Context: an optimization exercise on an open-source flow, tuned for small area, a short achievable clock period and few clock cycles per item. The choices shown serve that exercise and are no tape-out recipe. Where RTL was checked, it was by simulation tests only, not by an equivalence proof against the original. For runs 3 to 7, only the layout was checked, not whether the RTL still works. No activity file was given, so power comes from the tool's default toggle rates.

**flow/config.mk**
```make
export PLATFORM = sky130hd
export DESIGN_NAME = mem_ctrl_top
export DESIGN_NICKNAME = mem_ctrl_top
export VERILOG_FILES = /design/flow/design.v
export SDC_FILE = /design/flow/constraint.sdc
export NUM_CORES = 4
export LEC_CHECK = 0
export CAP_MARGIN = 20
export CORE_MARGIN = 2
export CORE_UTILIZATION = 40
export SETUP_SLACK_MARGIN = 1.2
export SLEW_MARGIN = 20
```
**flow/constraint.sdc**
```tcl
create_clock -name core_clock -period 4.0 [get_ports {clk}]
set_input_delay 0.8000 -clock core_clock [delete_from_list [all_inputs] [get_ports {clk}]]
set_output_delay 0.8000 -clock core_clock [all_outputs]
set_load 0.01 [all_outputs]
```
**flow/design.v**
```verilog
package mem_ctrl_pkg;
	localparam int AWID  = 32;        
	localparam int DWID  = 64;        
	localparam int TID_W = 4;         
	localparam int SEL_W = DWID / 8;  
	typedef enum logic [1:0] {
		FN_LOAD   = 2'd0,   
		FN_LOADZ  = 2'd1,   
		FN_STORE  = 2'd2,
		FN_SETSEG = 2'd3    
	} mem_func_e;
	typedef enum logic [1:0] {
		SZ_B = 2'd0,   
		SZ_W = 2'd1,   
		SZ_T = 2'd2,   
		SZ_O = 2'd3    
	} mem_size_e;
	typedef enum logic [7:0] {
		FLT_NONE = 8'h00,
		FLT_SGB  = 8'h31   
	} fault_e;
	typedef struct packed {
		logic [AWID-1:0] base;
		logic [AWID-1:0] limit;
	} seg_desc_t;
	typedef union packed {
		logic [DWID-1:0] sdat;
		seg_desc_t       desc;
	} req_payload_u;
	typedef struct packed {
		logic [TID_W-1:0] tid;
		mem_func_e        func;
		mem_size_e        size;
		logic [AWID-1:0]  adr;       
		req_payload_u     payload;
	} mem_req_t;
	typedef struct packed {
		logic [TID_W-1:0] tid;
		fault_e           cause;
		logic [DWID-1:0]  res;
		logic [AWID-1:0]  bad_addr;
	} mem_resp_t;
	typedef struct packed {
		logic             cyc;
		logic             stb;
		logic             we;
		logic [SEL_W-1:0] sel;
		logic [AWID-1:0]  adr;
		logic [DWID-1:0]  dat;
	} bus_req_t;
endpackage
`timescale 1ns/1ps
module load_align (
	input  logic [mem_ctrl_pkg::DWID-1:0] rdata_i,
	input  logic [2:0]                    lane_i,
	input  mem_ctrl_pkg::mem_size_e       size_i,
	input  logic                          zext_i,
	output logic [mem_ctrl_pkg::DWID-1:0] res_o
);
	logic [7:0]  b0;
	logic [7:0]  b1;
	logic [15:0] b23;
	logic        fill;
	assign b0  = rdata_i[{lane_i, 3'b000} +: 8];
	assign b1  = rdata_i[{lane_i[2:1], 4'b1000} +: 8];
	assign b23 = rdata_i[{lane_i[2], 5'b10000} +: 16];
	always_comb begin
		case (size_i)
		mem_ctrl_pkg::SZ_B: fill = b0[7] & ~zext_i;
		mem_ctrl_pkg::SZ_W: fill = b1[7] & ~zext_i;
		default:            fill = b23[15] & ~zext_i;
		endcase
		case (size_i)
		mem_ctrl_pkg::SZ_B: res_o = {{56{fill}}, b0};
		mem_ctrl_pkg::SZ_W: res_o = {{48{fill}}, b1, b0};
		mem_ctrl_pkg::SZ_T: res_o = {{32{fill}}, b23, b1, b0};
		default:            res_o = {rdata_i[63:32], b23, b1, b0};
		endcase
	end
endmodule
`timescale 1ns/1ps
module mem_ctrl_top #(
	parameter int REQ_DEPTH  = 4,
	parameter int RESP_DEPTH = 4
) (
	input  logic                          clk,
	input  logic                          rst,
	input  mem_ctrl_pkg::mem_req_t        req_i,
	input  logic                          req_wr_i,
	output logic                          req_full_o,
	output mem_ctrl_pkg::mem_resp_t       resp_o,
	output logic                          resp_valid_o,
	input  logic                          resp_rd_i,
	output mem_ctrl_pkg::bus_req_t        bus_o,
	input  logic                          ack_i,
	input  logic [mem_ctrl_pkg::DWID-1:0] dat_i
);
	logic [31:0] seg_base;
	logic [31:0] seg_limit;
	logic        st_v;       
	logic        st_cyc;     
	logic        st_we;      
	logic        st_ld;      
	logic        st_zx;      
	logic        st_flt;     
	logic [1:0]  st_sz;
	logic [3:0]  st_tid;
	logic [31:0] st_adr;     
	logic [63:0] st_dat;     
	logic        r_v;
	logic        r_flt;
	logic [3:0]  r_tid;
	logic [63:0] r_res;
	logic [31:0] r_bad;
	logic rfree;
	logic leave;
	logic acc;
	logic ack;
	assign ack        = st_cyc & ack_i;
	assign rfree      = ~r_v | resp_rd_i;
	assign leave      = st_v & (~st_cyc | ack_i) & rfree;
	assign req_full_o = st_v & ~leave;
	assign acc        = req_wr_i & ~req_full_o;
	logic [1:0]  q_fn;
	logic [1:0]  q_sz;
	logic [31:0] q_adr;
	logic [63:0] q_pay;
	logic        q_set;
	logic        q_over;
	logic [31:0] q_reloc;
	logic [2:0]  q_lo;
	logic [63:0] q_rep;
	assign q_fn    = req_i.func;
	assign q_sz    = req_i.size;
	assign q_adr   = req_i.adr;
	assign q_pay   = req_i.payload;
	assign q_set   = (q_fn == mem_ctrl_pkg::FN_SETSEG);
	assign q_over  = q_adr > seg_limit;
	assign q_reloc = seg_base + q_adr;
	always_comb begin
		case (q_sz)
		mem_ctrl_pkg::SZ_B: q_lo = 3'b000;
		mem_ctrl_pkg::SZ_W: q_lo = 3'b001;
		mem_ctrl_pkg::SZ_T: q_lo = 3'b011;
		default:            q_lo = 3'b111;
		endcase
	end
	always_comb begin
		for (int k = 0; k < 8; k++) begin
			case (q_sz)
			mem_ctrl_pkg::SZ_B: q_rep[8*k +: 8] = q_pay[7:0];
			mem_ctrl_pkg::SZ_W: q_rep[8*k +: 8] = q_pay[8*(k % 2) +: 8];
			mem_ctrl_pkg::SZ_T: q_rep[8*k +: 8] = q_pay[8*(k % 4) +: 8];
			default:            q_rep[8*k +: 8] = q_pay[8*k +: 8];
			endcase
		end
	end
	always_ff @(posedge clk) begin
		if (rst) begin
			seg_base  <= '0;
			seg_limit <= '1;
			st_v      <= 1'b0;
			st_cyc    <= 1'b0;
			r_v       <= 1'b0;
		end else begin
			if (acc && q_set)
				{seg_base, seg_limit} <= q_pay;
			if (acc) begin
				st_v   <= 1'b1;
				st_cyc <= ~q_set & ~q_over;
			end else begin
				if (leave)
					st_v <= 1'b0;
				if (ack_i)
					st_cyc <= 1'b0;
			end
			r_v <= leave | (r_v & ~resp_rd_i);
		end
	end
	always_ff @(posedge clk) begin
		if (acc) begin
			st_tid <= req_i.tid;
			st_sz  <= q_sz;
			st_we  <= (q_fn == mem_ctrl_pkg::FN_STORE);
			st_ld  <= ~q_fn[1] & ~q_over;
			st_zx  <= (q_fn == mem_ctrl_pkg::FN_LOADZ);
			st_flt <= ~q_set & q_over;
			st_adr <= q_over ? q_adr : {q_reloc[31:3], q_reloc[2:0] & ~q_lo};
			st_dat <= q_rep;
		end else if (ack) begin
			st_dat <= dat_i;
		end
	end
	logic [63:0] ld_res;
	load_align u_align (
		.rdata_i (st_cyc ? dat_i : st_dat),
		.lane_i  (st_adr[2:0]),
		.size_i  (mem_ctrl_pkg::mem_size_e'(st_sz)),
		.zext_i  (st_zx),
		.res_o   (ld_res)
	);
	always_ff @(posedge clk) begin
		if (leave) begin
			r_tid <= st_tid;
			r_flt <= st_flt;
			r_res <= st_ld ? ld_res : '0;
			r_bad <= st_flt ? st_adr : '0;
		end
	end
	assign resp_valid_o    = r_v;
	assign resp_o.tid      = r_tid;
	assign resp_o.cause    = r_flt ? mem_ctrl_pkg::FLT_SGB : mem_ctrl_pkg::FLT_NONE;
	assign resp_o.res      = r_res;
	assign resp_o.bad_addr = r_bad;
	logic [7:0] sel;
	always_comb begin
		for (int k = 0; k < 8; k++)
			sel[k] = st_cyc & ((st_sz == 2'd3)
				| ((k[2] == st_adr[2]) & ((st_sz == 2'd2)
				| ((k[1] == st_adr[1]) & ((st_sz == 2'd1)
				| (k[0] == st_adr[0]))))));
	end
	assign bus_o.cyc = st_cyc;
	assign bus_o.stb = st_cyc;
	assign bus_o.we  = st_cyc & st_we;
	assign bus_o.sel = sel;
	assign bus_o.adr = st_adr;
	assign bus_o.dat = st_dat;
endmodule
```
**flow/flow/run.sh**
```bash
#!/bin/bash
# standard layout, with plain buf_1 cells as the port buffers instead of the
# default delay buffers; each step's own log is kept by ORFS under orfs/logs
set -euo pipefail
export BUFFER_PORTS_ARGS="-buffer_cell sky130_fd_sc_hd__buf_1"
bash standard.sh MATCH_CELL_FOOTPRINT=0 finish > standard_make.log 2>&1
```
**flow/standard.sh**
```bash
#!/bin/bash
# synth_recipe.tcl (not shown) runs the flow's synth.tcl, then flattens the netlist and writes it again
# the make line also repeats each setting of config.mk as NAME=value (left out here)
make -C /OpenROAD-flow-scripts/flow DESIGN_CONFIG=/design/flow/config.mk WORK_HOME=/design/flow/orfs CLKGATE_MAP_FILE= SYNTH_SCRIPT=/design/flow/synth_recipe.tcl "${@:-finish}"
```
==> results of run 1 <==
-- logic make-up (layout without fill, tap and decap cells) --
kind of cell    after synthesis  after routing  share of synthesized area (%)
flops                       274            274                           47.6
compound gates              353            353                           13.7
xor+xnor                     24             24                           1.33
other cells                   1              8                         0.0236
mux                         131            131                           13.3
simple gates                505            505                           14.6
buf+inv                     151            564                           4.00
fa+ha+maj                    69             69                           5.49
-- cells in the mapped netlist (all sizes together) (8+ instances only) --
cell type	n
nand4	10
a211oi	11
ha	68
clkbuf	69
nand2	281
dfxtp	67
a22o	9
edfxtp	207
o21ai	61
a21oi	168
o21a	10
a31oi	12
a21boi	19
mux4	62
nor2b	17
nor2	69
nand3	19
o31ai	12
and2	43
a22oi	8
xnor2	20
buf	33
a21o	17
mux2	13
nand3b	34
inv	49
mux2i	56
-- worst reg2reg max path, stage by stage (launching register included) --
cell       delay (ns)
dfxtp_2          0.34
ha_4             0.30
a21o_1           0.16
o21bai_4         0.14
o2111ai_2        0.15
a2111o_1         0.51
a2111oi_4        0.46
buf_4            0.20
nor3_2           0.04
xor2_1           0.18
a21oi_2          0.07
-- per-layer routing --
metal | GRT usage [%] | wire length (µm)
met3 | 4.79 | 3890
met1 | 37.1 | 24600
met5 | 0 | 36
met4 | 7.69 | 1450
met2 | 45.7 | 28300
-- metrics by stage --
step	instances	util (%)	cell area, µm²
floorplan	1512	-	16200
global placement	2339	46.5	18100
detailed placement	2339	46.5	18100
CTS	2434	50.6	19700
global route	2443	51.7	20100
finish	2446	51.7	20100
-- layout make-up --
cell class              instances  area share [%]
clock inverters                10           0.801
flip-flops and latches        274            37.6
diodes                          3          0.0373
well taps                     518            3.22
inverters                      49           0.957
multi-input cells            1087            41.8
clock buffers                  51            4.75
repair buffers                454            10.8
-- worst paths after layout --
check                                start              endpoint  slack (ns)  cells past startpoint
setup / recovery                 req_i[69]  st_adr[27]$_DFFE_PP_        1.15                     11
hold / removal         st_tid[2]$_DFFE_PP_    r_tid[2]$_DFFE_PP_        0.42                      0
setup reg to reg  seg_base[4]$_SDFFE_PP0P_  st_adr[27]$_DFFE_PP_        1.20                     10
hold reg to reg        st_tid[2]$_DFFE_PP_    r_tid[2]$_DFFE_PP_        0.42                      0
-- state kept, by name, indices dropped and copies added, names as in the netlist, 2 cells and up --
register and count:
seg_limit 32, r_bad 32, st_adr 32, r_tid 4, st_sz 2, r_res 64, st_tid 4, seg_base 32
st_dat 64
-- repair_timing --
item | CTS | global route
buffers inserted | 30 | 9
resized for setup | 48 | 90
cloned | 4 | 0
setup endpoints to repair | 109 | 128
pin swaps | 16 | 25
-- power breakdown --
group | switching [µW] | total (µW) | internal (µW)
Combinational | 1030 | 1730 | 708
Sequential | 162 | 3520 | 3360
Clock | 1230 | 3140 | 1920
Total | 2420 | 8400 | 5980
==> run_results.csv, run 1 <==
group,metric,value,unit
synth,ys_warn_count,2,
timing,hold_viol_final,0,
layout,seq_area,7580,µm²
drt,routed_via_density,5.58,
floorplanning,core-area,38900,µm²
worst_setup_path,critPathMaxFanout,5,
timing,finalSetupViolations,0,
timing,slew_viol_final,0,
clocking,cts-root-buf,"clkbuf_16",
grt,antenna_found_initial,5,
drt,first_pass_iters,5,
synth,synth_area_leaders,"edfxtp_1, mux4_2, dfxtp_1",
worst_setup_path,end_kind,"flip-flop",
clocking,cts.clk_slew.worst_paths,0.06,ns
clocking,clock_latency,0.54,ns
timing,fin_ws,1.15,ns
run,cap_violations,0,
layout,final_common_cell,"buf_1",
run_status,status,"timing/DRC/antenna clean",
synth,syn_inst,1508,
floorplanning,fp.dieW,203,µm
worst_setup_path,worstPathArrival,3.13,ns
floorplanning,fp-row-count,72,
floorplanning,initial_core_util,40.8,%
synth,ys_seq_elements,274,
grt,grt_pass1_wl,83800,µm
synth,async_flop_share,0,%
layout,finalNetCount,2142,
synth,synth.top_cell.area_share,39.2,%
pwr,power,8400,µW
layout,most-common-layout-cells,"buf_1, nand2_1, edfxtp_1",
clocking,cts_hold_buf,0,
floorplanning,io_pins,390,
worst_setup_path,path_cells,"clkbuf_2 -> ha_4 -> o21ai_0 -> nand2b_1 -> o2111ai_2 -> a2111o_1 -> a2111oi_4 -> buf_4 -> nor3_2 -> xor2_1 -> a21oi_2",
clocking,cts_tree,"built",
placement,io_buffers,384,
layout,area_growth,26.9,%
pwr,leakagePower,0.00756,µW
layout,multiInputGateArea,8420,µm²
timing,worst_pin_slew,1.11,ns
timing,whs,0.420,ns
synth,yosys_most_used_dff,"edfxtp_1",
floorplanning,die_area,41300,µm²
drt,drc,0,
timing,fin_tns_setup,0,ns
worst_setup_path,critPathKind,"in -> reg",
synth,ys_seq_area_share,47.6,%
worst_setup_path,critPathTopFamily,"compound AO/OA/AOI/OAI gates",
layout,nFillCells,3622,
worst_setup_path,cp_slowest_stage_delay,0.51,ns
placement,gp_congestion,0.925,
grt,grt_pass1_vias,12963,
drt,postRouteAntennaNets,0,
drt,vias,13652,
worst_setup_path,crit_buf_inv,2,
grt,grt_usage,27.5,%
grt,gr-total-overflow,0,
worst_setup_path,crit_slowest_cell,"a2111o_1",
layout,drive_gt1_share,17.5,%
synth,synth-edff-count,207,
synth,avgSynthCellArea,10.5,µm²
synth,ys_types,67,
clocking,clk_path_buf_depth,3,
pwr,power_density,417,nW/µm²
worst_hold_path,hp-class,"reg -> reg",
synth,synth_top_area_cell,"edfxtp_1",
timing,min_period,2.85,ns
drt,avgRoutedWirePerCell,23.8,µm
grt,grt_max_degree,108,
timing,fin_skew,0.0200,ns
placement,dp_hpwl,43500,µm
drt,drt_iter0_drc,1122,
worst_setup_path,critical_path_required,4.28,ns
clocking,clock_sinks,274,
timing,post-route-period-util,71.3,%
timing,max_clock_freq,0.351,GHz
clocking,cts_buffers,34,
synth,mappedNetlistArea,15900,µm²
timing,rsz0062_at_grt,"yes",
pwr,peakVddDrop,0.220,mV
placement,dp_slack,0.493,ns
worst_setup_path,start_kind,"input pin",
floorplanning,die_y,203,µm
timing,slew-limit-headroom,25.7,%
clocking,h-tree-depth,2,
drt,wl,58200,µm
Testbench counts, summed over its fixed seeds: cycles 10,823, items 3,200.
==> inputs of run 2 (changes only) <==
--- a/flow/config.mk
+++ b/flow/config.mk
@@ -10,3 +10,3 @@
 export CORE_UTILIZATION = 40
-export SETUP_SLACK_MARGIN = 1.2
+export SETUP_SLACK_MARGIN = 1.8
 export SLEW_MARGIN = 20
==> run_results.csv, run 2 <==
group,metric,value,unit
placement,gp_congestion,0.970,
clocking,h-tree-depth,1,
synth,ys_seq_elements,274,
clocking,clock_sinks,274,
synth,ys_seq_area_share,47.6,%
layout,reg_top3,"r_res (64), st_dat (64)",
timing,post-route-period-util,70.1,%
synth,async_flop_share,0,%
synth,synth_top_area_cell,"edfxtp_1",
timing,fin_skew,0.0275,ns
drt,drc,0,
floorplanning,die_area,41300,µm²
drt,routed_via_density,5.61,
clocking,clock_latency,0.59,ns
grt,grt_util_met2,46.8,%
clocking,cts_tree,"built",
run_status,status,"timing/DRC/antenna clean",
floorplanning,die_y,203,µm
synth,yosysMostFrequentCell,"nand2_1",
clocking,cts_hold_buf,0,
clocking,clk_path_buf_depth,3,
grt,gr-total-overflow,0,
placement,dp_hpwl,43400,µm
timing,rsz0062_at_grt,"yes",
worst_setup_path,path_cells,"clkbuf_2 -> ha_4 -> nand4_1 -> or4_4 -> nor3_4 -> a21oi_4 -> a21oi_4 -> buf_6 -> clkbuf_16 -> mux2_4",
worst_hold_path,hp-class,"in -> reg",
grt,antenna_found_initial,13,
synth,yosys_most_used_dff,"edfxtp_1",
timing,finalSetupViolations,0,
synth,synth-edff-count,207,
timing,slew_viol_final,0,
timing,worst_pin_slew,0.971,ns
drt,drt_iter0_drc,976,
placement,placedCellCount,2335,
layout,nFillCells,3513,
worst_setup_path,critPathKind,"in -> reg",
synth,ys_types,67,
timing,fin_tns_setup,0,ns
synth,synthTopCellsByCount,"nand2_1, edfxtp_1, a21oi_1",
layout,final_common_cell,"buf_1",
worst_setup_path,cp_slowest_stage_delay,0.62,ns
drt,vias,13992,
grt,grtUsageMet1,36.2,%
timing,hold_viol_final,0,
grt,grtUsageMet3,8.25,%
grt,grt_pass1_vias,13700,
layout,fin_area,21300,µm²
timing,min_period,2.80,ns
floorplanning,fp-row-count,72,
timing,slew-limit-headroom,35.3,%
synth,avgSynthCellArea,10.5,µm²
layout,area_growth,34.2,%
clocking,cts-root-buf,"clkbuf_16",
floorplanning,io_pins,390,
pwr,power_density,397,nW/µm²
run,cap_violations,0,
layout,fin_util,54.7,%
synth,synth_area_leaders,"edfxtp_1, mux4_2, dfxtp_1",
grt,grt_usage,28.6,%
layout,drive_gt1_share,24.8,%
synth,syn_inst,1508,
drt,avgRoutedWirePerCell,24.5,µm
worst_setup_path,critical_path_required,4.32,ns
grt,busiest_layer,"met2",
synth,ys_warn_count,2,
floorplanning,core-area,38900,µm²
drt,postRouteAntennaNets,0,
worst_setup_path,path_common_cell,"a21oi_4",
layout,most-common-layout-cells,"buf_1, nand2_1, edfxtp_1",
grt,grt_max_degree,102,
timing,max_clock_freq,0.357,GHz
pwr,peakVddDrop,0.248,mV
layout,finalNetCount,2189,
worst_setup_path,crit_slowest_cell,"or4_4",
synth,mappedNetlistArea,15900,µm²
floorplanning,fp.dieW,203,µm
floorplanning,initial_core_util,40.8,%
pwr,leakagePower,0.00810,µW
grt,grt_pass1_wl,87200,µm
worst_setup_path,end_kind,"flip-flop",
layout,seq_area,7580,µm²
drt,wl,61100,µm
clocking,cts.clk_slew.worst_paths,0.06,ns
placement,io_buffers,384,
worst_setup_path,worstPathArrival,3.12,ns
placement,placed_cell_area,18200,µm²
worst_setup_path,critPathMaxFanout,5,
worst_setup_path,start_kind,"input pin",
synth,synth.top_cell.area_share,39.2,%
layout,final_cells,2496,
layout,multiInputGateArea,8890,µm²
drt,first_pass_iters,6,
clocking,cts_buffers,31,
## run 2: changes by cell type in the layout (fill, tap and decap cells not counted), sizes merged
cell	previous run	this run
a21o	17	18
buf	443	474
bufinv	4	3
clkbuf	62	67
clkinv	2	15
clkinvlp	4	2
diode	3	7
inv	49	48
## run 2: repair_timing
action | CTS | global route
pin swaps | 40 | 16
buffers inserted | 64 | 16
endpoints found under the setup margin | 194 | 162
gates resized for setup | 186 | 87
gates cloned | 15 | 2
## run 2: final cells by class
cell class / instances / share of cell area, %
timing repair buffer: 503 / 13.8
antenna: 7 / 0.0823
multi-input combinational: 1088 / 41.8
clock buffer: 38 / 3.91
tap: 518 / 3.05
inverter: 49 / 0.952
sequential: 274 / 35.6
clock inverter: 19 / 0.829
## run 2: kinds of logic (layout without fill, tap and decap cells)
family,count (synthesis),in the layout,share of synthesized area (%)
buffers and inverters,151,609,4.00
other,1,12,0.0236
adders and majority gates,69,69,5.49
xor gates and xnor gates,24,24,1.33
muxes,131,131,13.3
and+or+nand+nor,505,505,14.6
DFF,274,274,47.6
AOI/OAI and AO/OA,353,354,13.7
## run 2: metal layers
layer / up-vias / share of wire (%)
met5: - / 0.15
met4: 12 / 3.3
met3: 129 / 10
met2: 646 / 48
met1: 6801 / 39
li1: 6404 / -
## run 2: final timing paths
path / cells after the start / endpoint / slack [ns] / start
worst min register to register: 0 / r_tid[1]$_DFFE_PP_ / 0.42 / st_tid[1]$_DFFE_PP_
worst max-delay path: 10 / st_adr[24]$_DFFE_PP_ / 1.20 / req_i[88]
worst max register to register: 10 / st_adr[24]$_DFFE_PP_ / 1.20 / seg_limit[26]$_SDFFE_PP1P_
worst min-delay path: 1 / st_tid[0]$_DFFE_PP_ / 0.41 / req_i[100]
## run 2: worst max-delay path, delay by kind of cell
kind	cells	cell delay, ns
compound gates	2	0.27
simple gates	3	1.03
mux	1	0.29
fa+ha+maj	1	0.27
buf+inv	3	0.46
## run 2: power by group
part / total [µW] / internal, µW / switching [µW] / leakage, µW
Combinational: 2050 / 870 / 1180 / 0.00504
Clock: 2880 / 1660 / 1220 / 0.000503
Sequential: 3510 / 3360 / 156 / 0.00255
## run 2: stage by stage
step	worst slack (ns)	power, µW	hold slack [ns]
CTS	1.20	8350	0.376
detailed placement	0.491	5230	0.405
finish	1.20	8440	0.407
global placement	0.571	5210	0.401
floorplan	0.972	4600	0.400
global route	1.12	8750	0.373
==> inputs of run 3 (changes only) <==
--- a/flow/design.v
+++ b/flow/design.v
@@ -112,4 +112,3 @@
 	logic [3:0]  r_tid;
-	logic [63:0] r_res;
-	logic [31:0] r_bad;
+	logic [63:0] r_dat;      
 	logic rfree;
@@ -205,4 +204,4 @@
 			r_flt <= st_flt;
-			r_res <= st_ld ? ld_res : '0;
-			r_bad <= st_flt ? st_adr : '0;
+			r_dat[63:32] <= st_ld ? ld_res[63:32] : '0;
+			r_dat[31:0]  <= st_ld ? ld_res[31:0] : st_flt ? st_adr : '0;
 		end
@@ -212,4 +211,4 @@
 	assign resp_o.cause    = r_flt ? mem_ctrl_pkg::FLT_SGB : mem_ctrl_pkg::FLT_NONE;
-	assign resp_o.res      = r_res;
-	assign resp_o.bad_addr = r_bad;
+	assign resp_o.res      = {r_dat[63:32], r_flt ? 32'h0 : r_dat[31:0]};
+	assign resp_o.bad_addr = r_flt ? r_dat[31:0] : 32'h0;
 	logic [7:0] sel;
--- a/flow/config.mk
+++ b/flow/config.mk
@@ -7,2 +7,3 @@
 export LEC_CHECK = 0
+export ABC_CLOCK_PERIOD_IN_PS = 1500
 export CAP_MARGIN = 20
==> run_results.csv, run 3 <==
group,metric,value,unit
placement,placedCellCount,2287,
layout,final_common_cell,"buf_1",
layout,reg_top3,"r_dat (64), st_dat (64)",
drt,routed_via_density,5.83,
clocking,cts_buffers,30,
synth,synth_top_area_cell,"edfxtp_1",
clocking,clk_path_buf_depth,3,
worst_setup_path,critical_path_required,4.33,ns
worst_setup_path,path_cells,"clkbuf_2 -> inv_2 -> fa_2 -> and2b_1 -> o21a_1 -> a31o_4 -> a41oi_2 -> nand2b_4 -> a31oi_4 -> a41oi_2 -> xnor2_1 -> mux2_4",
floorplanning,core-area,37700,µm²
run_status,status,"timing/DRC/antenna clean",
worst_setup_path,end_kind,"flip-flop",
worst_setup_path,start_kind,"input pin",
timing,min_period,2.82,ns
drt,drt_iter0_drc,1333,
grt,grt_pass1_vias,13578,
clocking,h-tree-depth,1,
worst_setup_path,path_common_cell,"a41oi_2",
floorplanning,fp.dieW,200,µm
synth,avgSynthCellArea,10.2,µm²
grt,grt_usage,33.1,%
placement,io_buffers,384,
synth,ys_types,69,
timing,max_clock_freq,0.355,GHz
layout,most-common-layout-cells,"buf_1, nand2_1, edfxtp_1",
synth,mappedNetlistArea,15300,µm²
grt,grt_max_degree,105,
drt,vias,14324,
worst_setup_path,worst-r2r-cell-count,12,
clocking,cts_tree,"built",
layout,drive_gt1_share,33.0,%
timing,finalSetupViolations,0,
layout,fin_area,21400,µm²
layout,final_cells,2455,
drt,avgRoutedWirePerCell,27.7,µm
grt,gr-total-overflow,0,
layout,multiInputGateArea,9280,µm²
timing,worst_pin_slew,0.978,ns
worst_setup_path,critPathMaxFanout,4,
floorplanning,io_pins,390,
drt,drc,0,
drt,first_pass_iters,5,
worst_setup_path,crit_slowest_cell,"fa_2",
layout,nFillCells,3299,
synth,synth.top_cell.area_share,34.3,%
worst_hold_path,whs_path_depth,1,
timing,post-route-period-util,70.5,%
synth,synth-edff-count,175,
synth,async_flop_share,0,%
floorplanning,initial_core_util,40.7,%
layout,seq_area,6610,µm²
timing,fin_tns_setup,0,ns
drt,wl,68100,µm
worst_setup_path,cp_slowest_stage_delay,0.39,ns
worst_hold_path,hp-class,"in -> reg",
synth,ys_seq_area_share,43.1,%
layout,area_growth,39.6,%
layout,finalNetCount,2160,
run,cap_violations,0,
placement,gp_congestion,0.949,
synth,synthTopCellsByCount,"nand2_1, edfxtp_1, a21oi_1",
worst_setup_path,critPathKind,"in -> reg",
pwr,leakagePower,0.00826,µW
floorplanning,die_y,200,µm
pwr,power_density,374,nW/µm²
timing,slew_viol_final,0,
synth,ys_seq_elements,242,
clocking,cts_hold_buf,0,
timing,whs,0.406,ns
clocking,cts.clk_slew.worst_paths,0.06,ns
layout,fin_util,56.8,%
grt,antenna_found_initial,1,
grt,grt_pass1_wl,93700,µm
synth,yosysMostFrequentCell,"nand2_1",
pwr,peakVddDrop,0.382,mV
synth,ys_warn_count,2,
clocking,clock_latency,0.58,ns
synth,syn_inst,1506,
floorplanning,fp-row-count,71,
placement,dp_hpwl,48500,µm
drt,postRouteAntennaNets,0,
synth,synth_area_leaders,"edfxtp_1, mux4_2, dfxtp_1",
placement,placed_cell_area,17500,µm²
timing,rsz0062_at_grt,"yes",
worst_setup_path,worstPathArrival,3.15,ns
timing,slew-limit-headroom,34.8,%
timing,fin_skew,0.0100,ns
synth,yosys_most_used_dff,"edfxtp_1",
clocking,cts-root-buf,"clkbuf_16",
clocking,clock_sinks,242,
floorplanning,die_area,39900,µm²
timing,hold_viol_final,0,
==> run 3: cell types whose count changed in the layout (fill, tap and decap cells not counted), sizes merged, moves of 9 or more <==
| cell | before | now |
|---|---|---|
| nor2b | 17 | 51 |
| nand2 | 281 | 201 |
| nand2b | 6 | 20 |
| xor2 | 4 | 13 |
| clkbuf | 67 | 84 |
| a21boi | 19 | 2 |
| clkinv | 15 | 6 |
| a211o | 1 | 31 |
| edfxtp | 207 | 175 |
| o21ai | 61 | 74 |
| nor2 | 69 | 107 |
| nand3b | 34 | 1 |
| a22o | 9 | 36 |
==> run 3: worst paths after layout <==
check / startpoint / endpoint / slack, ns
worst max-delay path: req_i[65] / st_adr[20]$_DFFE_PP_ / 1.18
worst min-delay path: req_i[103] / st_tid[3]$_DFFE_PP_ / 0.41
worst max register to register: seg_base[0]$_SDFFE_PP0P_ / st_adr[20]$_DFFE_PP_ / 1.20
worst min register to register: st_tid[2]$_DFFE_PP_ / r_tid[2]$_DFFE_PP_ / 0.42
==> run 3: through the flow <==
stage / power, µW / setup slack, ns
after floorplan: 4170 / 0.906
after CTS: 7850 / 1.15
after global placement: 4790 / 0.422
final: 8000 / 1.18
after global routing: 8240 / 1.13
after detailed placement: 4810 / 0.272
==> run 3: worst max-delay path: cells and delay by family <==
| family | cells | cell delay, ns |
|---|---|---|
| mux | 1 | 0.26 |
| compound gates | 5 | 0.87 |
| xor+xnor | 1 | 0.15 |
| fa+ha+maj | 1 | 0.39 |
| buf+inv | 2 | 0.26 |
| simple gates | 2 | 0.41 |
==> run 3: cells by family (layout without fill, tap and decap cells) <==
kind of cell	Yosys count	after routing	share of synthesized area (%)
simple gates	463	463	14.0
compound gates	385	387	16.2
other cells	1	7	0.0245
flops	242	242	43.1
fa+ha+maj	69	69	5.69
buf+inv	190	620	6.04
xor+xnor	29	29	1.66
mux	127	127	13.3
==> run 3: timing repair <==
item,in CTS,in global routing
pin swaps,44,40
gates cloned,27,1
resized for setup,320,234
endpoints found under the setup margin,460,209
buffers inserted,63,19
endpoints found under the hold margin,0,0
==> run 3: report_power, final <==
group | switching, µW | internal, µW
Combinational | 1200 | 909
Clock | 1110 | 1650
Sequential | 173 | 2950
Total | 2490 | 5510
==> run 3: layer usage <==
layer | global-route usage (%) | up-vias | routed length (µm)
met1 | 43.2 | 7040 | 26600
met3 | 5.25 | 139 | 6160
met2 | 56.1 | 828 | 32900
li1 | - | 6317 | -
met4 | 10.8 | 0 | 2430
met5 | 0 | - | 0
==> run 3: area by class of cell <==
class,instances,share of cell area [%]
clock buffers,50,4.55
well taps,511,2.99
diodes,2,0.0234
clock inverters,6,0.170
multi-input cells,1080,43.4
flip-flops and latches,242,30.9
repair buffers,516,17.0
inverters,48,0.942
==> inputs of run 4 (changes only) <==
--- a/flow/config.mk
+++ b/flow/config.mk
@@ -7,3 +7,3 @@
 export LEC_CHECK = 0
-export ABC_CLOCK_PERIOD_IN_PS = 1500
+export ABC_CLOCK_PERIOD_IN_PS = 1000
 export CAP_MARGIN = 20
==> run_results.csv, run 4 <==
group,metric,value,unit
worst_setup_path,critPathTopFamily,"compound AO/OA/AOI/OAI gates",
floorplanning,die_y,200,µm
drt,routed_via_density,5.83,
floorplanning,initial_core_util,40.7,%
floorplanning,io_pins,390,
synth,yosys_most_used_dff,"edfxtp_1",
synth,synth_top_area_cell,"edfxtp_1",
pwr,power_frac_seq,39.1,%
worst_setup_path,worstPathArrival,3.15,ns
worst_setup_path,critical_path_required,4.33,ns
drt,vias,14324,
worst_setup_path,critPathKind,"in -> reg",
floorplanning,die_area,39900,µm²
synth,synth_adder_area_share,5.69,%
layout,area_growth,39.6,%
run,cap_violations,0,
worst_setup_path,start_kind,"input pin",
drt,avgRoutedWirePerCell,27.7,µm
synth,synth-edff-count,175,
timing,min_period,2.82,ns
placement,dp_hpwl,48500,µm
synth,ys_warn_count,2,
timing,fin_skew,0.0100,ns
grt,antenna_found_initial,1,
clocking,clock_sinks,242,
run_status,status,"timing/DRC/antenna clean",
drt,postRouteAntennaNets,0,
worst_setup_path,critPathMaxFanout,4,
layout,most-common-layout-cells,"buf_1, nand2_1, edfxtp_1",
floorplanning,fp.dieW,200,µm
pwr,leakagePower,0.00826,µW
synth,avgSynthCellArea,10.2,µm²
synth,synth_area_leaders,"edfxtp_1, mux4_2, dfxtp_1",
timing,fin_ws,1.18,ns
drt,wl,68100,µm
worst_hold_path,hp-class,"in -> reg",
grt,grt_max_degree,105,
synth,yosysMostFrequentCell,"nand2_1",
layout,nFillCells,3299,
worst_setup_path,path_cells,"clkbuf_2 -> inv_2 -> fa_2 -> and2b_1 -> o21a_1 -> a31o_4 -> a41oi_2 -> nand2b_4 -> a31oi_4 -> a41oi_2 -> xnor2_1 -> mux2_4",
pwr,p_switching,2490,µW
layout,final_common_cell,"buf_1",
worst_setup_path,path_common_cell,"a41oi_2",
placement,dp_slack,0.272,ns
synth,ys_types,69,
placement,placed_cell_area,17500,µm²
clocking,clock_latency,0.58,ns
worst_setup_path,crit_slowest_cell,"fa_2",
pwr,combPwrFrac,26.4,%
pwr,peakVddDrop,0.382,mV
drt,drt_iter0_drc,1333,
pwr,power_density,374,nW/µm²
synth,synth_xor_area_share,1.66,%
worst_setup_path,crit_buf_inv,2,
pwr,switching_share,31.1,%
synth,ys_seq_area_share,43.1,%
synth,mappedNetlistArea,15300,µm²
synth,synth.top_cell.area_share,34.3,%
drt,drc,0,
timing,post-route-period-util,70.5,%
clocking,cts-root-buf,"clkbuf_16",
synth,syn_inst,1506,
timing,finalSetupViolations,0,
layout,fin_area,21400,µm²
clocking,h-tree-depth,1,
grt,grt_pass1_vias,13578,
pwr,power.internal,5510,µW
layout,finalNetCount,2160,
synth,synth_top_family_by_area,"compound AO/OA/AOI/OAI gates",
timing,slew-limit-headroom,34.8,%
timing,slew_viol_final,0,
pwr,clkPwrFrac,34.6,%
synth,muxShareOfSynthArea,13.3,%
synth,yosys.area_share.simple,14.0,%
drt,first_pass_iters,5,
clocking,cts_buffers,30,
grt,gr-total-overflow,0,
synth,async_flop_share,0,%
grt,grtUsageMet3,5.25,%
timing,hold_viol_final,0,
synth,synth_compound_area_share,16.2,%
worst_setup_path,end_kind,"flip-flop",
timing,max_clock_freq,0.355,GHz
grt,grt_usage,33.1,%
grt,busiest_layer,"met2",
layout,multiInputGateArea,9280,µm²
clocking,clk_path_buf_depth,3,
timing,worst_pin_slew,0.978,ns
timing,rsz0062_at_grt,"yes",
synth,ys_seq_elements,242,
placement,io_buffers,384,
layout,seq_area,6610,µm²
grt,grt_pass1_wl,93700,µm
timing,fin_tns_setup,0,ns
layout,reg_top3,"r_dat (64), st_dat (64)",
clocking,cts_tree,"built",
layout,drive_gt1_share,33.0,%
floorplanning,core-area,37700,µm²
grt,grtUsageMet1,43.2,%
placement,gp_congestion,0.949,
floorplanning,fp-row-count,71,
pwr,power,8000,µW
worst_setup_path,cp_slowest_stage_delay,0.39,ns
synth,synthTopCellsByCount,"nand2_1, edfxtp_1, a21oi_1",
grt,grt_util_met2,56.1,%
clocking,cts.clk_slew.worst_paths,0.06,ns
==> run 4: cell counts after synthesis <==
Identical to the previous run, type by type.
==> run 4: worst reg2reg max path: stages, from the launching register on <==
cell,delay (ns)
dfxtp_4,0.37
ha_4,0.13
inv_2,0.03
fa_2,0.33
and2b_1,0.22
o21a_1,0.17
a31o_4,0.22
a41oi_2,0.14
nand2b_4,0.19
a31oi_4,0.22
a41oi_2,0.13
xnor2_1,0.15
mux2_4,0.26
==> run 4: path summary, 6_finish.rpt <==
kind / slack, ns / from / to / depth (start not counted)
max: 1.18 / req_i[65] / st_adr[20]$_DFFE_PP_ / 12
min: 0.41 / req_i[103] / st_tid[3]$_DFFE_PP_ / 1
max reg2reg: 1.20 / seg_base[0]$_SDFFE_PP0P_ / st_adr[20]$_DFFE_PP_ / 12
min reg2reg: 0.42 / st_tid[2]$_DFFE_PP_ / r_tid[2]$_DFFE_PP_ / 0
==> run 4: repair_timing <==
action	in CTS	in global routing
pin swaps	44	40
buffers inserted	63	19
gates cloned	27	1
hold buffers	0	0
gates resized for setup	320	234
setup endpoints to repair	460	209
==> run 4: metal layers <==
metal	share of wire, %	vias to the layer above
met2	48	828
met4	3.6	0
li1	-	6317
met1	39	7040
met3	9.0	139
met5	0	-
==> run 4: logic make-up after synthesis <==
family                   Yosys count
AO/OA/AOI/OAI                    385
other                              1
multiplexers                     127
adder cells (fa/ha/maj)           69
AND/OR/NAND/NOR                  463
XOR/XNOR                          29
buffers and inverters            190
flip-flops                       242
==> run 4: area by class of cell <==
type | count | share of cell area (%)
Sequential cell | 242 | 30.9
Timing Repair Buffer | 516 | 17.0
Clock buffer | 50 | 4.55
Tap cell | 511 | 2.99
Clock inverter | 6 | 0.170
Antenna cell | 2 | 0.0234
Inverter | 48 | 0.942
Multi-Input combinational cell | 1080 | 43.4
==> run 4: through the flow <==
stage | util [%] | std cells | hold slack, ns
floorplan | - | 1510 | 0.400
global placement | 46.3 | 2287 | 0.401
detailed placement | 46.3 | 2287 | 0.406
CTS | 54.2 | 2433 | 0.377
global route | 56.8 | 2453 | 0.395
finish | 56.8 | 2455 | 0.406
==> run 4: power by group through the flow <==
stage	Sequential (µW)	Combinational, µW	Clock [µW]
after detailed placement	3170	1640	0
final	3120	2110	2760
after CTS	3110	1950	2790
after floorplan	3120	1040	0
after global placement	3160	1620	0
after global routing	3130	2220	2880
==> inputs of run 5 (changes only) <==
--- a/flow/config.mk
+++ b/flow/config.mk
@@ -7,3 +7,2 @@
 export LEC_CHECK = 0
-export ABC_CLOCK_PERIOD_IN_PS = 1000
 export CAP_MARGIN = 20
@@ -13 +12,2 @@
 export SLEW_MARGIN = 20
+export TNS_END_PERCENT = 0
==> run_results.csv, run 5 <==
group,metric,value,unit
run_status,status,"timing/DRC/antenna clean",
clocking,cts_tree,"built",
grt,grtUsageMet1,39.0,%
worst_setup_path,end_kind,"primary output",
pwr,leakagePower,0.00699,µW
synth,ys_warn_count,2,
timing,fin_skew,0.0281,ns
floorplanning,io_pins,390,
floorplanning,core-area,37700,µm²
grt,grt_max_degree,107,
synth,ys_types,69,
synth,synth.top_cell.area_share,34.3,%
worst_setup_path,critPathMaxFanout,15,
worst_setup_path,crit_slowest_cell,"edfxtp_1",
timing,finalSetupViolations,0,
synth,yosys_most_used_dff,"edfxtp_1",
worst_hold_path,hp-class,"in -> reg",
drt,first_pass_iters,7,
synth,mappedNetlistArea,15300,µm²
drt,avgRoutedWirePerCell,25.6,µm
timing,rsz0062_at_grt,"yes",
grt,busiest_layer,"met2",
placement,dp_hpwl,47900,µm
synth,async_flop_share,0,%
grt,antenna_found_initial,8,
grt,grt_pass1_vias,12599,
placement,placed_cell_area,17000,µm²
drt,postRouteAntennaNets,0,
floorplanning,die_area,39900,µm²
worst_setup_path,cp_slowest_stage_delay,0.59,ns
grt,grt_usage,29.9,%
timing,post-route-period-util,70.6,%
clocking,cts-root-buf,"clkbuf_16",
timing,fin_tns_setup,0,ns
grt,grt_pass1_wl,84700,µm
pwr,power_density,406,nW/µm²
timing,min_period,2.82,ns
synth,synth_area_leaders,"edfxtp_1, mux4_2, dfxtp_1",
worst_setup_path,start_kind,"flip-flop",
clocking,h-tree-depth,1,
floorplanning,die_y,200,µm
worst_setup_path,critPathKind,"reg -> out",
clocking,cts_hold_buf,0,
drt,vias,13451,
synth,ys_seq_elements,242,
timing,max_clock_freq,0.354,GHz
layout,nFillCells,3595,
layout,most-common-layout-cells,"buf_1, nand2_1, edfxtp_1",
grt,grt_util_met2,48.7,%
floorplanning,fp.dieW,200,µm
synth,yosysMostFrequentCell,"nand2_1",
worst_setup_path,worstPathArrival,2.02,ns
layout,drive_gt1_share,11.8,%
layout,area_growth,19.5,%
placement,gp_congestion,0.946,
drt,drt_iter0_drc,1215,
layout,final_common_cell,"buf_1",
drt,routed_via_density,5.66,
timing,slew-limit-headroom,43.5,%
run,cap_violations,0,
worst_setup_path,critical_path_required,3.20,ns
clocking,clock_latency,0.59,ns
layout,finalNetCount,2080,
layout,reg_top3,"r_dat (64), st_dat (64)",
layout,fin_area,18300,µm²
synth,synthTopCellsByCount,"nand2_1, edfxtp_1, a21oi_1",
clocking,cts_buffers,30,
grt,gr-total-overflow,0,
timing,hold_viol_final,0,
clocking,clk_path_buf_depth,3,
pwr,power,7430,µW
drt,wl,60800,µm
timing,slew_viol_final,0,
worst_setup_path,path_cells,"and2_1 -> o21ai_1 -> nor2_1 -> buf_1",
floorplanning,initial_core_util,40.7,%
synth,synth_top_area_cell,"edfxtp_1",
pwr,peakVddDrop,0.351,mV
synth,avgSynthCellArea,10.2,µm²
placement,io_buffers,384,
synth,synth-edff-count,175,
timing,worst_pin_slew,0.847,ns
grt,grtUsageMet3,5.45,%
drt,drc,0,
clocking,cts.clk_slew.worst_paths,0.06,ns
synth,syn_inst,1506,
clocking,clock_sinks,242,
floorplanning,fp-row-count,71,
synth,ys_seq_area_share,43.1,%
timing,whs,0.423,ns
==> run 5: layout make-up <==
cell class,count,area [µm²],area share (%)
Multi-Input combinational cell,1078,7930,43.3
Sequential cell,242,6600,36.1
Timing Repair Buffer,438,2000,10.9
Clock buffer,36,826,4.51
Tap cell,511,639,3.49
Inverter,48,180,0.984
Clock inverter,20,133,0.724
Antenna cell,2,5.00,0.0273
==> run 5: final timing paths <==
path / cells after the start / to / startpoint / slack (ns)
worst max-delay path: 4 / bus_o[98] / st_sz[1]$_DFFE_PP_ / 1.18
worst min-delay path: 1 / st_tid[1]$_DFFE_PP_ / req_i[101] / 0.42
worst max register to register: 8 / r_dat[15]$_DFFE_PP_ / st_cyc$_SDFFE_PP0P_ / 1.20
worst min register to register: 0 / r_tid[3]$_DFFE_PP_ / st_tid[3]$_DFFE_PP_ / 0.43
==> run 5: critical path: cells and delay by family, from the launching register on <==
kind,cells,cell delay (ns)
DFF,1,0.59
and+or+nand+nor,2,0.37
AOI/OAI and AO/OA,1,0.34
buffers and inverters,1,0.14
==> run 5: logic make-up (layout without fill, tap and decap cells) <==
group	count (synthesis)	count (layout)	synth area share, %
buffers and inverters	190	542	6.04
and+or+nand+nor	463	463	14.0
other	1	7	0.0245
DFF	242	242	43.1
adders and majority gates	69	69	5.69
xor gates and xnor gates	29	29	1.66
AOI/OAI and AO/OA	385	385	16.2
muxes	127	127	13.3
==> run 5: per-layer routing <==
metal	vias to the layer above	routed length (µm)
li1	6125	-
met1	6389	24200
met2	793	28000
met3	136	5540
met4	8	2880
met5	-	48
==> run 5: power by group <==
group	total, µW	switching, µW	internal [µW]
logic	1660	1030	630
clock network	2660	1130	1530
registers	3120	168	2950
==> run 5: stage by stage <==
| stage | std cells | worst slack [ns] | util, % |
|---|---|---|---|
| after floorplan | 1510 | 0.851 | - |
| after global placement | 2293 | 0.454 | 45.1 |
| after detailed placement | 2293 | 0.377 | 45.1 |
| after CTS | 2369 | 1.14 | 48.4 |
| after global routing | 2374 | 1.09 | 48.6 |
| final | 2375 | 1.18 | 48.6 |
==> run 5: repair_timing <==
item,in CTS,in global routing
setup endpoints to repair,484,428
hold endpoints to repair,0,0
gates cloned,1,0
setup buffers,19,4
pin swaps,15,12
resized for setup,27,12
==> inputs of run 6 (changes only) <==
--- a/flow/config.mk
+++ b/flow/config.mk
@@ -10,4 +10,3 @@
 export CORE_UTILIZATION = 40
-export SETUP_SLACK_MARGIN = 1.8
+export SETUP_SLACK_MARGIN = 0
 export SLEW_MARGIN = 20
-export TNS_END_PERCENT = 0
==> run_results.csv, run 6 <==
group,metric,value,unit
grt,grt_pass1_vias,12456,
worst_setup_path,critPathKind,"reg -> out",
layout,final_common_cell,"buf_1",
placement,dp_hpwl,48300,µm
timing,rsz0062_at_grt,"no",
layout,most-common-layout-cells,"buf_1, nand2_1, edfxtp_1",
placement,io_buffers,384,
drt,wl,60500,µm
layout,fin_util,47.8,%
floorplanning,fp.dieW,200,µm
timing,post-route-period-util,82.3,%
synth,synth_area_leaders,"edfxtp_1, mux4_2, dfxtp_1",
timing,max_clock_freq,0.304,GHz
layout,fin_area,18000,µm²
worst_setup_path,startpoint,"st_adr[2]$_DFFE_PP_",
synth,ys_seq_elements,242,
synth,mappedNetlistArea,15300,µm²
worst_setup_path,critical_path_required,3.20,ns
clocking,clock_latency,0.58,ns
synth,ys_warn_count,2,
synth,synth.top_cell.area_share,34.3,%
timing,finalSetupViolations,0,
floorplanning,die_area,39900,µm²
placement,placed_cell_area,17000,µm²
run_status,status,"timing/DRC/antenna clean",
grt,antenna_found_initial,11,
drt,vias,13343,
timing,worst_pin_slew,0.811,ns
worst_setup_path,worstPathArrival,2.49,ns
drt,drt_iter0_drc,1339,
pwr,power_density,421,nW/µm²
drt,postRouteAntennaNets,0,
timing,fin_skew,0.00989,ns
timing,fin_tns_setup,0,ns
floorplanning,io_pins,390,
synth,syn_inst,1506,
layout,area_growth,17.6,%
grt,grt_max_degree,96,
layout,drive_gt1_share,9.32,%
grt,grt_usage,29.9,%
worst_setup_path,critPathMaxFanout,25,
clocking,post_cts_buffers,0,
clocking,cts.clk_slew.worst_paths,0.06,ns
pwr,leakagePower,0.00683,µW
worst_setup_path,end_kind,"primary output",
floorplanning,core-area,37700,µm²
drt,avgRoutedWirePerCell,25.7,µm
floorplanning,initial_core_util,40.7,%
clocking,cts_buffers,30,
clocking,h-tree-depth,1,
drt,first_pass_iters,5,
timing,slew_viol_final,0,
synth,ys_types,69,
synth,synthTopCellsByCount,"nand2_1, edfxtp_1, a21oi_1",
synth,ys_seq_area_share,43.1,%
layout,reg_top3,"r_dat (64), st_dat (64)",
timing,hold_viol_final,0,
clocking,cts-resized-gates,0,
worst_setup_path,start_kind,"flip-flop",
worst_setup_path,crit-reg2reg-launch,"st_cyc$_SDFFE_PP0P_",
placement,gp_congestion,0.964,
clocking,cts_hold_buf,0,
worst_hold_path,hp-class,"in -> reg",
worst_hold_path,worstHoldStart,"req_i[102]",
clocking,cts_tree,"built",
floorplanning,die_y,200,µm
clocking,clk_path_buf_depth,3,
clocking,clock_sinks,242,
clocking,cts-root-buf,"clkbuf_16",
layout,finalNetCount,2053,
drt,routed_via_density,5.68,
timing,whs,0.398,ns
pwr,peakVddDrop,0.282,mV
synth,yosysMostFrequentCell,"nand2_1",
timing,min_period,3.29,ns
drt,drc,0,
grt,grt_pass1_wl,84600,µm
run,cap_violations,0,
floorplanning,fp-row-count,71,
timing,slew-limit-headroom,45.9,%
synth,synth-edff-count,175,
synth,yosys_most_used_dff,"edfxtp_1",
grt,gr-total-overflow,0,
synth,avgSynthCellArea,10.2,µm²
synth,async_flop_share,0,%
synth,synth_top_area_cell,"edfxtp_1",
-- run 6: cell counts after synthesis --
No cell type changed its count.
-- run 6: final cells by class --
type / instances / area, µm²
tap: 511 / 639
inverter: 48 / 180
clock buffer: 45 / 858
sequential: 242 / 6600
fill: 3669 / 19700
clock inverter: 11 / 160
antenna: 4 / 10.0
multi-input combinational: 1078 / 7830
timing repair buffer: 411 / 1730
-- run 6: path summary, 6_finish.rpt --
check | slack (ns) | cells after the start | end
setup / recovery | 0.71 | 5 | bus_o[97]
hold / removal | 0.40 | 1 | st_tid[2]$_DFFE_PP_
setup reg to reg | 0.89 | 9 | r_dat[40]$_SDFFCE_PN0P_
hold reg to reg | 0.42 | 0 | r_tid[1]$_DFFE_PP_
-- run 6: report_power, final --
group / total (µW) / switching, µW / internal (µW)
Clock: 2860 / 1130 / 1730
Combinational: 1610 / 1010 / 600
Sequential: 3120 / 173 / 2950
Total: 7590 / 2310 / 5280
-- run 6: logic make-up (layout without fill, tap and decap cells) --
group                      Yosys count  count (layout)  synth area share, %
and+or+nand+nor                    463             463                 14.0
AOI/OAI and AO/OA                  385             385                 16.2
DFF                                242             242                 43.1
buffers and inverters              190             515                 6.04
muxes                              127             127                 13.3
adders and majority gates           69              69                 5.69
xor gates and xnor gates            29              29                 1.66
other                                1               9               0.0245
-- run 6: critical path: stages, from the launching register on --
cell and delay [ns]:
edfxtp_1 0.57, buf_4 0.48, inv_1 0.15, o21ai_0 0.44
nor2_1 0.11, buf_1 0.15
-- run 6: routing by layer --
layer  track usage [%]  routed length [µm]
met1              39.4               24400
met2              47.3               27400
met4              13.3                2790
met3              6.60                5860
met5                 0                  41
-- run 6: per-stage QoR --
stage / total power, µW / worst slack [ns] / cells
final: 7590 / 0.709 / 2350
after detailed placement: 4760 / 0.325 / 2290
after floorplan: 4080 / 0.325 / 1510
after global placement: 4740 / 0.413 / 2290
after CTS: 7600 / 0.721 / 2346
after global routing: 7870 / 0.592 / 2347
==> inputs of run 7 (changes only) <==
==> flow/flow/run.sh (replaced) <==
#!/bin/bash
# standard layout, with plain buf_1 cells as the port buffers instead of the
# default delay buffers, and adders left to abc instead of the adder cells;
# make's output goes to standard_make.log, each step's log to orfs/logs
set -euo pipefail
export BUFFER_PORTS_ARGS="-buffer_cell sky130_fd_sc_hd__buf_1"
bash standard.sh MATCH_CELL_FOOTPRINT=0 ADDER_MAP_FILE= finish > standard_make.log 2>&1
--- a/flow/config.mk
+++ b/flow/config.mk
@@ -10,3 +10,3 @@
 export CORE_UTILIZATION = 40
-export SETUP_SLACK_MARGIN = 0
+export SETUP_SLACK_MARGIN = 1.8
 export SLEW_MARGIN = 20
==> run_results.csv, run 7 <==
group,metric,value,unit
clocking,h-tree-depth,1,
floorplanning,die_area,40500,µm²
run_status,status,"timing/DRC/antenna clean",
grt,grt_usage,30.7,%
synth,mappedNetlistArea,15600,µm²
placement,placed_cell_area,17600,µm²
worst_setup_path,crit_slowest_cell,"a21oi_4",
layout,final_cells,2515,
timing,slew-limit-headroom,33.6,%
pwr,power_density,378,nW/µm²
clocking,cts_tree,"built",
timing,min_period,3.26,ns
layout,nFillCells,3453,
synth,yosys_most_used_dff,"edfxtp_1",
layout,final_common_cell,"buf_1",
worst_hold_path,hp-class,"in -> reg",
pwr,clkPwrFrac,34.6,%
drt,vias,14186,
drt,first_pass_iters,5,
pwr,leakagePower,0.00781,µW
clocking,clock_latency,0.60,ns
layout,finalNetCount,2142,
layout,area_growth,34.9,%
grt,gr-total-overflow,0,
placement,dp_hpwl,47200,µm
worst_setup_path,timing.rr.end,"st_adr[20]$_DFFE_PP_",
synth,syn_inst,1545,
synth,ys_warn_count,2,
pwr,power.internal,5460,µW
floorplanning,core-area,38600,µm²
worst_setup_path,critPathCapture,"st_adr[20]$_DFFE_PP_",
pwr,peakVddDrop,0.378,mV
worst_setup_path,worstPathArrival,3.58,ns
worst_setup_path,start_kind,"input pin",
clocking,cts-root-buf,"clkbuf_16",
clocking,clock_sinks,242,
placement,io_buffers,384,
worst_setup_path,worst-r2r-cell-count,12,
floorplanning,fp.dieW,201,µm
synth,synthTopCellsByCount,"nand2_1, edfxtp_1, a21oi_1",
floorplanning,initial_core_util,40.4,%
synth,synth-edff-count,175,
floorplanning,fp-row-count,72,
synth,ys_seq_area_share,42.3,%
synth,yosysMostFrequentCell,"nand2_1",
worst_setup_path,crit-reg2reg-launch,"seg_limit[26]$_SDFFE_PP1P_",
drt,drt_iter0_drc,1574,
timing,max_clock_freq,0.307,GHz
clocking,clk_path_buf_depth,3,
timing,finalSetupViolations,0,
drt,wl,65200,µm
timing,post-route-period-util,81.5,%
timing,worst_pin_slew,0.996,ns
timing,slew_viol_final,0,
floorplanning,die_y,201,µm
pwr,p_switching,2480,µW
placement,gp_congestion,0.936,
worst_setup_path,path_common_cell,"maj3_2",
layout,most-common-layout-cells,"buf_1, nand2_1, edfxtp_1",
grt,grt_max_degree,70,
drt,drc,0,
drt,avgRoutedWirePerCell,25.9,µm
synth,async_flop_share,0,%
synth,synth.top_cell.area_share,33.7,%
worst_setup_path,end_kind,"flip-flop",
placement,placedCellCount,2344,
timing,rsz0062_at_grt,"yes",
layout,reg_top3,"r_dat (64), st_dat (64)",
synth,ys_types,80,
synth,synth_area_leaders,"edfxtp_1, mux4_2, dfxtp_1",
grt,antenna_found_initial,5,
pwr,power_frac_seq,39.7,%
synth,synth_top_area_cell,"edfxtp_1",
timing,hold_viol_final,0,
clocking,cts_buffers,30,
grt,grt_pass1_vias,13389,
worst_setup_path,critPathMaxFanout,7,
layout,multiInputGateArea,8830,µm²
timing,fin_skew,0.0329,ns
synth,avgSynthCellArea,10.1,µm²
drt,routed_via_density,5.64,
worst_setup_path,cp_slowest_stage_delay,0.46,ns
drt,postRouteAntennaNets,0,
floorplanning,io_pins,390,
worst_setup_path,ff2ff_setup_slack,0.78,ns
pwr,switching_share,31.2,%
clocking,cts_hold_buf,0,
worst_setup_path,startpoint,"req_i[81]",
layout,drive_gt1_share,28.9,%
synth,ys_seq_elements,242,
layout,fin_area,21000,µm²
worst_setup_path,critical_path_required,4.32,ns
timing,fin_tns_setup,0,ns
worst_setup_path,path_cells,"buf_1 -> inv_1 -> maj3_2 -> maj3_2 -> maj3_2 -> maj3_2 -> o21ai_1 -> nand2_1 -> a21oi_4 -> clkbuf_16 -> nor2_4 -> xnor2_1",
worst_setup_path,critPathKind,"in -> reg",
run,cap_violations,0,
clocking,cts.clk_slew.worst_paths,0.06,ns
layout,seq_area,6610,µm²
pwr,combPwrFrac,25.7,%
grt,grt_pass1_wl,91300,µm
-- run 7: logic make-up (layout without fill, tap and decap cells) --
group / after synthesis / in the layout / synth area share, %
adders and majority gates: 28 / 28 / 1.86
buffers and inverters: 188 / 629 / 6.07
AOI/OAI and AO/OA: 300 / 301 / 12.5
DFF: 242 / 242 / 42.3
xor gates and xnor gates: 91 / 91 / 5.79
other: 1 / 9 / 0.0241
muxes: 133 / 133 / 13.4
and+or+nand+nor: 562 / 564 / 18.0
-- run 7: area by class of cell --
class / instances / area share, %
Sequential cell: 242 / 31.4
Timing Repair Buffer: 536 / 17.9
Clock buffer: 37 / 3.94
Inverter: 37 / 0.720
Tap cell: 518 / 3.08
Multi-Input combinational cell: 1122 / 42.0
Antenna cell: 4 / 0.0476
Clock inverter: 19 / 0.810
-- run 7: worst max-delay path, delay by kind of cell --
family,cells,cell delay [ns]
AO/OA/AOI/OAI,2,0.66
adder cells (fa/ha/maj),4,1.22
XOR/XNOR,1,0.12
AND/OR/NAND/NOR,2,0.20
buffers and inverters,3,0.57
-- run 7: how the worst min path moves through the flow --
stage | slack [ns] | cells past startpoint | endpoint | start
after floorplan | 0.40 | 0 | r_tid[0]$_DFFE_PP_ | st_tid[0]$_DFFE_PP_
after global placement | 0.40 | 0 | r_tid[2]$_DFFE_PP_ | st_tid[2]$_DFFE_PP_
after detailed placement | 0.41 | 0 | r_tid[0]$_DFFE_PP_ | st_tid[0]$_DFFE_PP_
after CTS | 0.36 | 1 | st_tid[0]$_DFFE_PP_ | req_i[100]
after global routing | 0.36 | 1 | st_tid[0]$_DFFE_PP_ | req_i[100]
final | 0.37 | 1 | st_tid[0]$_DFFE_PP_ | req_i[100]
-- run 7: power by group through the flow --
stage | Sequential, µW | Combinational, µW | Clock (µW)
after floorplan | 3140 | 1040 | 0
after global placement | 3200 | 1570 | 0
after detailed placement | 3210 | 1590 | 0
after CTS | 3140 | 1890 | 2780
after global routing | 3170 | 2150 | 2860
final | 3150 | 2040 | 2740
-- run 7: routing by layer --
metal / global-route usage, % / vias to the layer above / share of wire, %
li1: - / 6323 / -
met1: 40.2 / 6979 / 39
met2: 51.8 / 749 / 49
met3: 5.41 / 131 / 8.4
met4: 9.32 / 4 / 3.8
met5: 0 / - / 0.038
-- run 7: per-stage QoR --
step	hold slack [ns]	total power (µW)	util, %	setup WS, ns
after floorplan	0.400	4180	-	0.720
after global placement	0.403	4770	45.5	0.164
after detailed placement	0.407	4790	45.5	0.0684
after CTS	0.356	7810	52.5	0.731
after global routing	0.362	8180	54.5	0.591
final	0.375	7940	54.5	0.738
-- run 7: repair_timing --
action / in CTS / in global routing
setup endpoints to repair: 401 / 341
setup buffers: 66 / 22
resized for setup: 287 / 134
pin swaps: 16 / 8
gates cloned: 17 / 6
==> inputs of run 8 (changes only) <==
--- a/flow/design.v
+++ b/flow/design.v
@@ -112,3 +112,4 @@
 	logic [3:0]  r_tid;
-	logic [63:0] r_dat;      
+	logic [63:0] r_res;
+	logic [31:0] r_bad;
 	logic rfree;
@@ -204,4 +205,4 @@
 			r_flt <= st_flt;
-			r_dat[63:32] <= st_ld ? ld_res[63:32] : '0;
-			r_dat[31:0]  <= st_ld ? ld_res[31:0] : st_flt ? st_adr : '0;
+			r_res <= st_ld ? ld_res : '0;
+			r_bad <= st_flt ? st_adr : '0;
 		end
@@ -211,4 +212,4 @@
 	assign resp_o.cause    = r_flt ? mem_ctrl_pkg::FLT_SGB : mem_ctrl_pkg::FLT_NONE;
-	assign resp_o.res      = {r_dat[63:32], r_flt ? 32'h0 : r_dat[31:0]};
-	assign resp_o.bad_addr = r_flt ? r_dat[31:0] : 32'h0;
+	assign resp_o.res      = r_res;
+	assign resp_o.bad_addr = r_bad;
 	logic [7:0] sel;
==> flow/run.sh (new file) <==
#!/bin/bash
# synth_recipe.tcl (not shown) runs the flow's synth.tcl, then flattens the netlist and writes it again
# the make line also repeats each setting of config.mk as NAME=value (left out here)
make -C /OpenROAD-flow-scripts/flow DESIGN_CONFIG=/design/flow/config.mk WORK_HOME=/design/flow/orfs CLKGATE_MAP_FILE= SYNTH_SCRIPT=/design/flow/synth_recipe.tcl finish
--- a/flow/config.mk
+++ b/flow/config.mk
@@ -10,3 +10,2 @@
 export CORE_UTILIZATION = 40
-export SETUP_SLACK_MARGIN = 1.8
 export SLEW_MARGIN = 20
removed: flow/flow/run.sh
removed: flow/standard.sh
==> run_results.csv, run 8 <==
group,metric,value,unit
floorplanning,core-area,38900,µm²
drt,met1_length,25200,µm
worst_setup_path,critPathMaxFanout,4,
drt,wl_met3,5040,µm
timing,post-route-period-util,84.7,%
grt,antenna_found_initial,4,
synth,synthTopCellsByCount,"nand2_1, edfxtp_1, a21oi_1",
timing,slew-limit-headroom,52.7,%
clocking,cts.clk_slew.worst_paths,0.06,ns
synth,mappedNetlistArea,15900,µm²
floorplanning,initial_core_util,40.8,%
worst_setup_path,timing.rr.end,"st_adr[29]$_DFFE_PP_",
worst_setup_path,start_kind,"input pin",
pwr,leakagePower,0.00833,µW
worst_hold_path,worstHoldStart,"st_tid[2]$_DFFE_PP_",
drt,postRouteAntennaNets,0,
clocking,post_cts_buffers,0,
placement,gp_congestion,0.916,
clocking,cts_tree,"built",
worst_hold_path,whs_path_depth,0,
layout,nFillCells,3482,
clocking,cts_buffers,34,
timing,hold_viol_final,0,
grt,grt_pass1_vias,13357,
worst_setup_path,worstPathArrival,3.67,ns
drt,vias,13555,
timing,fin_tns_setup,0,ns
placement,io_buffers,384,
synth,syn_inst,1508,
clocking,clock_sinks,274,
worst_setup_path,crit-reg2reg-launch,"seg_limit[27]$_SDFFE_PP1P_",
placement,dp_slack,0.0848,ns
clocking,clk_path_buf_depth,3,
synth,yosys_most_used_dff,"edfxtp_1",
placement,dp_hpwl,45200,µm
worst_setup_path,critical_path_required,4.29,ns
synth,synth-edff-count,207,
pwr,power_density,404,nW/µm²
synth,yosysMostFrequentCell,"nand2_1",
layout,final_common_cell,"clkdlybuf4s50_1",
drt,drc,0,
drt,first_pass_iters,5,
clocking,clock_latency,0.55,ns
timing,min_period,3.39,ns
synth,ys_seq_area_share,47.6,%
worst_hold_path,hp-class,"reg -> reg",
timing,slew_viol_final,0,
drt,highest_layer,"met4",
layout,reg_top3,"r_res (64), st_dat (64)",
timing,fin_skew,0.0163,ns
drt,met2WireLength,25900,µm
clocking,cts-resized-gates,0,
timing,fin_ws,0.613,ns
layout,most-common-layout-cells,"clkdlybuf4s50_1, nand2_1, edfxtp_1",
pwr,peakVddDrop,0.306,mV
synth,synth_area_leaders,"edfxtp_1, mux4_2, dfxtp_1",
layout,fin_util,55.3,%
timing,max_clock_freq,0.295,GHz
grt,grt_pass1_wl,86800,µm
timing,finalSetupViolations,0,
clocking,cts_hold_buf,0,
layout,drive_gt1_share,9.96,%
grt,grt_usage,28.2,%
worst_setup_path,critPathKind,"in -> reg",
drt,avgRoutedWirePerCell,24.4,µm
floorplanning,die_y,203,µm
run,cap_violations,0,
synth,ys_warn_count,2,
grt,grt_max_degree,68,
clocking,cts-root-buf,"clkbuf_16",
drt,routed_via_density,5.61,
floorplanning,fp.dieW,203,µm
synth,synth_top_area_cell,"edfxtp_1",
run_status,status,"timing/DRC/antenna clean",
worst_setup_path,ff2ff_setup_slack,0.97,ns
timing,worst_pin_slew,0.709,ns
synth,avgSynthCellArea,10.5,µm²
synth,synth.top_cell.area_share,39.2,%
worst_setup_path,end_kind,"flip-flop",
drt,drt_iter0_drc,1035,
floorplanning,fp-row-count,72,
synth,ys_types,67,
timing,rsz0062_at_grt,"no",
floorplanning,io_pins,390,
clocking,h-tree-depth,2,
drt,wl,59000,µm
floorplanning,die_area,41300,µm²
grt,gr-total-overflow,0,
worst_setup_path,worst-r2r-cell-count,9,
worst_hold_path,hold_end,"r_tid[2]$_DFFE_PP_",
layout,area_growth,35.6,%
synth,async_flop_share,0,%
layout,finalNetCount,2114,
synth,ys_seq_elements,274,
run 8: cell families after synthesis:
logic type	count (synthesis)	share of synthesized area [%]
adder cells (fa/ha/maj)	69	5.49
XOR/XNOR	24	1.33
buffers and inverters	151	4.00
multiplexers	131	13.3
AO/OA/AOI/OAI	353	13.7
other	1	0.0236
AND/OR/NAND/NOR	505	14.6
flip-flops	274	47.6
run 8: layout make-up:
class                   instances  area (µm²)  share of cell area (%)
multi-input cells            1087        7710                    35.8
flip-flops and latches        274        7560                    35.1
repair buffers                426        4260                    19.8
clock buffers                  40         895                    4.16
well taps                     518         648                    3.01
clock inverters                21         250                    1.16
inverters                      49         186                   0.866
diodes                          3        7.51                  0.0349
run 8: per-layer routing:
| metal | up-vias | global-route usage (%) |
|---|---|---|
| met5 | - | 0 |
| met4 | 0 | 13.3 |
| met3 | 122 | 5.15 |
| met2 | 684 | 42.9 |
| met1 | 6506 | 39.2 |
| li1 | 6243 | - |
run 8: worst max-delay path by stage:
| stage | from | end | cells after the start |
|---|---|---|---|
| finish | req_i[67] | st_adr[31]$_DFFE_PP_ | 10 |
| global route | req_i[91] | st_adr[29]$_DFFE_PP_ | 9 |
| CTS | st_adr[1]$_DFFE_PP_ | bus_o[100] | 4 |
| detailed placement | req_i[67] | st_adr[31]$_DFFE_PP_ | 10 |
| global placement | req_i[91] | st_adr[26]$_DFFE_PP_ | 9 |
| floorplan | ack_i | st_dat[0]$_DFFE_PP_ | 7 |
run 8: power by group:
part	switching, µW	total [µW]	internal [µW]
registers	170	3530	3360
clock network	1250	3230	1980
logic	979	1940	957
run 8: worst max-delay path: stages:
cell	delay (ns)
clkdlybuf4s50_1	0.46
ha_1	0.39
o211ai_2	0.11
o21bai_2	0.22
o2111ai_2	0.21
a2111o_1	0.49
a2111oi_4	0.47
nor2_2	0.09
o221a_1	0.24
and4_1	0.19
run 8: stage by stage:
| step | cells | hold WS (ns) | power, µW | instance area, µm² |
|---|---|---|---|---|
| 2_1_floorplan | 1512 | 0.400 | 4510 | 15900 |
| 5_1_grt | 2417 | 0.426 | 9010 | 21500 |
| 4_1_cts | 2415 | 0.420 | 8750 | 21500 |
| 3_3_place_gp | 2353 | 0.402 | 5490 | 20300 |
| 3_5_place_dp | 2354 | 0.406 | 5510 | 20400 |
| 6_report | 2418 | 0.421 | 8700 | 21500 |
Testbench counts of run 8, summed over its fixed seeds: cycles 10,823, items 3,200.

==> separate check: timing with driven ports <==
How much do the figures lean on ideal ports? The routed layouts below were timed once more, with nothing changed but the port constraints. Step 1 (the two cells are an assumption about what drives the block):
set clk [get_ports {clk}]
set_driving_cell -lib_cell sky130_fd_sc_hd__clkbuf_16 $clk
set_driving_cell -lib_cell sky130_fd_sc_hd__buf_2 [delete_from_list [all_inputs] $clk]
Step 2, shift: input delay + t, output delay - t, t = (earliest + latest rising clock arrival at the registers) / 2. This alone moves slack from input paths to output paths. Slacks: no drivers / after step 1 / after step 2; pairs: no drivers / after step 1.
run | t (ns) | setup WS [ns] | hold WS [ns] | worst setup path after step 2
run 1 | 0.585 | 1.149 / 1.181 / 0.596 | 0.420 / 0.406 / 0.420 | input to register
run 2 | 0.629 | 1.196 / 1.203 / 0.584 | 0.407 / 0.379 / 0.420 | input to register
run 3 | 0.625 | 1.179 / 1.205 / 0.581 | 0.406 / 0.385 / 0.421 | input to register
run 4 | 0.625 | 1.179 / 1.205 / 0.581 | 0.406 / 0.385 / 0.421 | input to register
run 5 | 0.627 | 1.175 / 1.120 / 0.593 | 0.423 / 0.391 / 0.425 | input to register
run 6 | 0.635 | 0.709 / 0.653 / 0.289 | 0.398 / 0.372 / 0.421 | input to register
run 7 | 0.641 | 0.738 / 0.759 / 0.119 | 0.375 / 0.351 / 0.428 | input to register
run 8 | 0.585 | 0.613 / 0.600 / 0.043 | 0.421 / 0.421 / 0.421 | input to register
After both steps setup and hold are still met in every run listed. For run 7, which loses most, drivers alone change the setup slack by +0.021 ns; drivers and shift together by -0.619 ns.
